From an optimization exercise on the open Yosys and OpenROAD flow, aimed at small area, a short achievable clock period and few clock cycles; shortcuts taken in it are not production practice. Function was checked by simulation only, so behaviour that the tests miss may differ from the original. Power and IR drop assume default switching activity.

== the previous run ==
==> flow/design.v (excerpt) <==
module note_ring_led_pulse_encoder (
  input  logic        clk,
  input  logic        rst_n,
  input  logic        in_valid,
  output logic        in_ready,
  input  logic [3:0]  note_first,
  input  logic [3:0]  note_second,
  input  logic [3:0]  note_third,
  input  logic [3:0]  note_fourth,
  output logic        out_valid,
  input  logic        out_ready,
  output logic [3:0]  out_led_index,
  output logic [1:0]  out_color_channel,
  output logic [6:0]  out_level,
  output logic [31:0] out_pulse_pattern,
  output logic        out_last,
  input  logic        cfg_we,
  input  logic [6:0]  cfg_wdata
);
Size in the first run: about 690 cells after synthesis, about 100 flip-flops, about 76 I/O pins, roughly 6800 sq um of cells after synthesis.
clock: 7.5 ns
lec_check: 0
cap_margin: 20
core_margin: 2
core_utilization: 40
setup_slack_margin: 4.0
slew_margin: 20
standard.sh (not shown) runs the stock make flow with config.mk's settings and CLKGATE_MAP_FILE= SYNTH_SCRIPT=/design/flow/synth_recipe.tcl, a recipe that flattens the netlist after the stock synthesis.
==> flow/flow/run.sh <==
#!/bin/bash
# The standard layout, with plain buf_1 cells as the port buffers (ORFS's
# buffer_ports otherwise picks clkdlybuf4s50_1 delay cells).
set -e
export BUFFER_PORTS_ARGS="-buffer_cell sky130_fd_sc_hd__buf_1"
bash standard.sh > standard.log 2>&1
Testbench counts of the previous run, summed over its fixed seeds: cycles 13,848.
> inputs changed (the previous run -> the current run)
--- a/flow/config.mk
+++ b/flow/config.mk
@@ -7,6 +7,8 @@
 export LEC_CHECK = 0
+export ABC_AREA = 1
 export CAP_MARGIN = 20
 export CORE_MARGIN = 2
-export CORE_UTILIZATION = 40
-export SETUP_SLACK_MARGIN = 4.0
+export CORE_UTILIZATION = 58
+export CTS_BUF_LIST = sky130_fd_sc_hd__clkbuf_8
+export SETUP_SLACK_MARGIN = 4.3
 export SLEW_MARGIN = 20
### Flow results
Every stage of the flow completed for the current run, and the final layout passed the timing, design-rule and antenna checks.
The current run vs the previous run on pin slew with the least headroom to its limit: the current run is the lower one.
NOTE: count of TritonRoute iterations in the first routing pass in the current run falls short of that of the previous run
[compare] base=the previous run new=the current run: latest clock arrival within the worst-skew pair roughly the same; area share of xor/xnor cells in the synthesized design lower; total power higher; setup-violating endpoint count in the final report roughly the same; global-route track usage on met1 higher.
The current run ended up with sky130_fd_sc_hd__edfxtp_1 as its slowest cell on the critical path; the previous run ended up with sky130_fd_sc_hd__fa_1.
Highest achievable clock rate (the current run vs. the previous run) increases by more than 10%
Summary of the current run over the previous run: final RePlAce weighted congestion increased by about 4% relative to the old numbers, critical path depth increased by 1 relative to the old numbers.

* * *

note_ring_led_pulse_encoder, a different RTL version from the one above (not shown whole).
Size: ~690 cells after synthesis, ~76 I/O pins.
clock: 7.5 ns
lec_check: 0
cap_margin: 20
core_margin: 2
core_utilization: 40
cts_buf_list: sky130_fd_sc_hd__clkbuf_4 sky130_fd_sc_hd__clkbuf_8
setup_slack_margin: 4.0
slew_margin: 20
Scripts as last shown in full above: flow/flow/run.sh
Testbench counts at the start, summed over its fixed seeds: cycles 13,848.
Rerun with:
ABC_AREA = 1   (was default)
CTS_BUF_LIST = sky130_fd_sc_hd__clkbuf_8   (was sky130_fd_sc_hd__clkbuf_4 sky130_fd_sc_hd__clkbuf_8)
What happened: Worst setup slack gets better by 0.053 ns; routed wire length is lower by 3.9%; via count came out higher by 6.5%; first-iteration DRC count fell by about 20%; final area drops by about 0.8%; sequential share of layout area rose by 0.31 points; total power goes up by 12%; area after synthesis climbs by about 0.9%.
Rerun with:
ABC_AREA = default   (was 1)
After rerunning: First-iteration DRC count climbs by 27%. Sequential power drops by about 0.7%. Final area climbs by 0.81%. Clock-buffer cell count drops by 2. Setup slack is worse by 0.053 ns. Utilization climbs by 1.4 points. Synthesized cell count drops by 18%.
Rerun with:
ABC_AREA = 1   (was default)
CTS_BUF_LIST = default   (was sky130_fd_sc_hd__clkbuf_8)
After rerunning: The changed run passed the timing, design-rule and antenna checks; synthesized cell count came out higher by about a fifth; setup slack improves by 0.10 ns; clock-buffer cell count is higher by 3; sequential share of layout area stays flat; wire length is lower by a few percent; hold slack hardly moves.

* * *

## run 1
RTL: one of the versions met above, not the one the previous note started from.
Size: about 100 flip-flops, about 6900 um^2 of cells after synthesis.
// note_ring_led_pulse_encoder
module note_ring_led_pulse_encoder (
  input  logic        clk,
  input  logic        rst_n,
  input  logic        in_valid,
  output logic        in_ready,
  input  logic [3:0]  note_first,
  input  logic [3:0]  note_second,
  input  logic [3:0]  note_third,
  input  logic [3:0]  note_fourth,
  output logic        out_valid,
  input  logic        out_ready,
  output logic [3:0]  out_led_index,
  output logic [1:0]  out_color_channel,
  output logic [6:0]  out_level,
  output logic [31:0] out_pulse_pattern,
  output logic        out_last,
  input  logic        cfg_we,
  input  logic [6:0]  cfg_wdata
);
  localparam logic [6:0] BRIGHT_MAX   = 7'd100;
  localparam logic [6:0] BRIGHT_RESET = 7'd10;
  logic [6:0]  bright_r;
  logic [15:0] slots;
  logic [1:0]  nm1;
  logic        load;
  always_ff @(posedge clk) begin
    if (!rst_n) begin
      bright_r <= BRIGHT_RESET;
    end else if (cfg_we) begin
      bright_r <= (cfg_wdata > BRIGHT_MAX) ? BRIGHT_MAX : cfg_wdata;
    end
  end
  assign load = rst_n && in_valid && in_ready;
  nrle_merge u_merge (
    .codes ({note_fourth, note_third, note_second, note_first}),
    .slots (slots),
    .nm1   (nm1)
  );
  nrle_emit u_emit (
    .clk               (clk),
    .rst_n             (rst_n),
    .ready             (in_ready),
    .load              (load),
    .slots_in          (slots),
    .nm1_in            (nm1),
    .bright_in         (bright_r),
  ...
export LEC_CHECK = 0
export ABC_AREA = 1
export CAP_MARGIN = 20
export CORE_MARGIN = 2
export CORE_UTILIZATION = 50
export CTS_BUF_LIST = sky130_fd_sc_hd__clkbuf_8
export SETUP_SLACK_MARGIN = 4.3
export SLEW_MARGIN = 20
create_clock -name core_clock -period 7.5 [get_ports {clk}]
Scripts as last shown in full above: flow/flow/run.sh
Testbench counts of run 1, summed over its fixed seeds: cycles 13,848.
Setup changes, run 1 to run 2
Settings: changing SETUP_SLACK_MARGIN from 4.3 to 4.4.
Notes after the runs:
The run showing the greater routed wire length is run 2. Re effective utilization at floorplan: no difference whatsoever between run 2 and run 1. Compared run 2 vs run 1, and minimum clock period is up in run 2. Run 2 vs. run 1: total number of vias went up by 2.7%. Worst-case hold slack delta (run 2 -> run 1): insignificant. Compared run 2 vs run 1, and critical path depth is down in run 2.
Inputs modified between run 2 and run 3:
Settings: swapping 4.4 for 4.3 in SETUP_SLACK_MARGIN; swapping 50 for 40 in CORE_UTILIZATION.
Results
Run 3 reached the final stage; the timing, design-rule and antenna checks on its layout passed.
Run 2 reached the final stage; the timing, design-rule and antenna checks on its layout passed.
From run 2 to run 3 the numbers moved as follows: minimum setup slack after placement now larger, data arrival time at the worst-slack endpoint shrank by 1.61 ns, routed wire length went down by 11%.
Run 2 vs run 3, end point of the critical path: u_emit.rl_r[6] vs in_ready

* * *

Another version of the RTL of note_ring_led_pulse_encoder (not shown whole).
Size in the first run: roughly 97 flip-flops, ~76 I/O pins.
clock: 7.5 ns
lec_check: 0
cap_margin: 20
core_margin: 2
core_utilization: 40
slew_margin: 20
run.sh (not shown) runs the stock make flow with config.mk's settings and CLKGATE_MAP_FILE= SYNTH_SCRIPT=/design/flow/synth_recipe.tcl, a recipe that flattens the netlist after the stock synthesis.
Stock flow here: none of the scripts above is used.
Testbench counts at the start, summed over its fixed seeds: cycles 13,848.
Next try:
Settings changed: SETUP_SLACK_MARGIN set to 4.3.
Result:
- design area goes up by 9.8%
- sequential cell count stays the same
- utilization goes up by 4.5 points
Next try:
==> flow/flow/run.sh (new file) <==
#!/bin/bash
# The standard layout, with plain buf_1 cells as the port buffers (ORFS's
# buffer_ports otherwise picks clkdlybuf4s50_1 delay cells).
set -e
export BUFFER_PORTS_ARGS="-buffer_cell sky130_fd_sc_hd__buf_1"
bash standard.sh > standard.log 2>&1
==> flow/standard.sh (new file) <==
#!/bin/bash
# synth_recipe.tcl (not shown) runs the flow's synth.tcl, then flattens the netlist and writes it again
# the make line also repeats each setting of config.mk as NAME=value (left out here)
make -C /OpenROAD-flow-scripts/flow DESIGN_CONFIG=/design/flow/config.mk WORK_HOME=/design/flow/orfs CLKGATE_MAP_FILE= SYNTH_SCRIPT=/design/flow/synth_recipe.tcl "${@:-finish}"
Settings changed: SETUP_SLACK_MARGIN 4.3 to 4.0.
removed: flow/run.sh
After rerunning: Count of clock-buffer cells in the layout is unchanged. Core utilization decreases by 3.5 points. Power shrinks by 1.9%.
Next try:
==> flow/run.sh (new file) <==
#!/bin/bash
# synth_recipe.tcl (not shown) runs the flow's synth.tcl, then flattens the netlist and writes it again
# the make line also repeats each setting of config.mk as NAME=value (left out here)
make -C /OpenROAD-flow-scripts/flow DESIGN_CONFIG=/design/flow/config.mk WORK_HOME=/design/flow/orfs CLKGATE_MAP_FILE= SYNTH_SCRIPT=/design/flow/synth_recipe.tcl finish
Settings changed: SETUP_SLACK_MARGIN 4.0 to 4.6.
removed: flow/flow/run.sh
removed: flow/standard.sh
Synthesized area stays the same.
Power increases by 15%.
Routed wire length increases by 13%.
Sequential cell count stays the same.
Synthesized cell count stays the same.
Final area increases by 19%.
Final cell count increases by 7.2%.

* * *

RTL: one of the versions met above, not the one the previous note started from.
Size: roughly 76 I/O pins.
clock: 7.5 ns
lec_check: 0
abc_area: 1
cap_margin: 20
core_margin: 2
core_utilization: 40
cts_buf_list: sky130_fd_sc_hd__clkbuf_8
setup_slack_margin: 4.5
slew_margin: 20
standard.sh (not shown) runs the stock make flow with config.mk's settings and CLKGATE_MAP_FILE= SYNTH_SCRIPT=/design/flow/synth_recipe.tcl, a recipe that flattens the netlist after the stock synthesis.
==> flow/flow/run.sh <==
#!/bin/bash
# The standard layout, with plain buf_1 cells as the port buffers (ORFS's
# buffer_ports otherwise picks clkdlybuf4s50_1 delay cells).
set -e
export BUFFER_PORTS_ARGS="-buffer_cell sky130_fd_sc_hd__buf_1"
bash standard.sh > standard.log 2>&1
Testbench counts at the start, summed over its fixed seeds: cycles 13,848.
Then changed:
--- a/flow/config.mk
+++ b/flow/config.mk
@@ -11 +11 @@
-export CORE_UTILIZATION = 40
+export CORE_UTILIZATION = 50
@@ -13 +13,2 @@
-export SETUP_SLACK_MARGIN = 4.5
+export GPL_TIMING_DRIVEN = 0
+export SETUP_SLACK_MARGIN = 4.3
=> The new run finished clean; core utilization climbs by 7.4 points; first-iteration DRC count fell by roughly a tenth; global-route usage went up by 4.8 points; critical path depth grows by 3.
Then changed:
--- a/flow/config.mk
+++ b/flow/config.mk
@@ -11 +11 @@
-export CORE_UTILIZATION = 50
+export CORE_UTILIZATION = 40
@@ -13,2 +13 @@
-export GPL_TIMING_DRIVEN = 0
-export SETUP_SLACK_MARGIN = 4.3
+export SETUP_SLACK_MARGIN = 4.0
=>
- non-clock buffer count is lower by 54
- power falls by 9.2%
- area after synthesis does not change
- final area went down by 6.7%
- via count fell by 3.9%
- sequential power falls by about 0.7%
- global-route usage is lower by 6.2 points
- cell count fell by 0.80%
- sequential share of layout area increases by 2.5 points
- setup slack gets worse by 190 ps
- worst hold slack gets better by 11 ps
Then changed:
--- a/flow/config.mk
+++ b/flow/config.mk
@@ -13 +13 @@
-export SETUP_SLACK_MARGIN = 4.0
+export SETUP_SLACK_MARGIN = 4.1
=> Synthesized cell count does not change; setup slack improved by 58 ps; register-to-register slack improves by 60 ps; via count stays flat; power climbs by 0.77%; non-clock buffer count climbs by 2.

-- what the ideal ports hide --
No port has a modelled driver above. Below, the same layouts with a new extraction and two added sets of constraints.
Step 1 (the two cells are an assumption about what drives the block):
set clk [get_ports {clk}]
set_driving_cell -lib_cell sky130_fd_sc_hd__clkbuf_16 $clk
set_driving_cell -lib_cell sky130_fd_sc_hd__buf_2 [delete_from_list [all_inputs] $clk]
Step 2 moves the port delays by t, midway between the first and last clock arrival at a register: inputs arrive t later, outputs are due t later. That takes back most of the time a late clock gives input paths.
Three values: ideal ports, drivers, drivers and shift; two values: the first two.
run	t (ns)	setup slack, ns	slew at the worst register clock pin (ns)
the previous run	0.392	4.066 / 4.066 / 3.905	0.07 / 0.07
the current run	0.389	4.380 / 4.350 / 4.141	0.11 / 0.11
the first run of note 2	0.410	4.099 / 4.099 / 3.907	0.10 / 0.10
the second run of note 2	0.403	4.152 / 4.116 / 4.090	0.10 / 0.10
the third run of note 2	0.410	4.099 / 4.099 / 3.907	0.10 / 0.10
the fourth run of note 2	0.385	4.199 / 4.159 / 4.063	0.07 / 0.07
run 1	0.408	4.423 / 4.393 / 4.236	0.10 / 0.10
run 2	0.407	4.388 / 4.388 / 4.041	0.10 / 0.10
run 3	0.408	4.355 / 4.318 / 4.173	0.10 / 0.10
the first run of note 4	0.382	3.338 / 3.338 / 3.186	0.07 / 0.07
the second run of note 4	0.387	4.084 / 4.084 / 3.883	0.08 / 0.08
the third run of note 4	0.385	4.040 / 4.040 / 3.711	0.08 / 0.08
the fourth run of note 4	0.387	4.100 / 4.100 / 3.860	0.07 / 0.07
the first run of note 5	0.411	4.329 / 4.290 / 4.304	0.12 / 0.12
the second run of note 5	0.407	4.395 / 4.369 / 4.157	0.11 / 0.11
the third run of note 5	0.404	4.208 / 4.192 / 4.069	0.10 / 0.10
the fourth run of note 5	0.404	4.266 / 4.228 / 4.044	0.10 / 0.10
After both steps setup and hold are still met in every run listed. For run 2, which loses most, drivers alone change the setup slack by 0.000 ns; drivers and shift together by -0.347 ns.
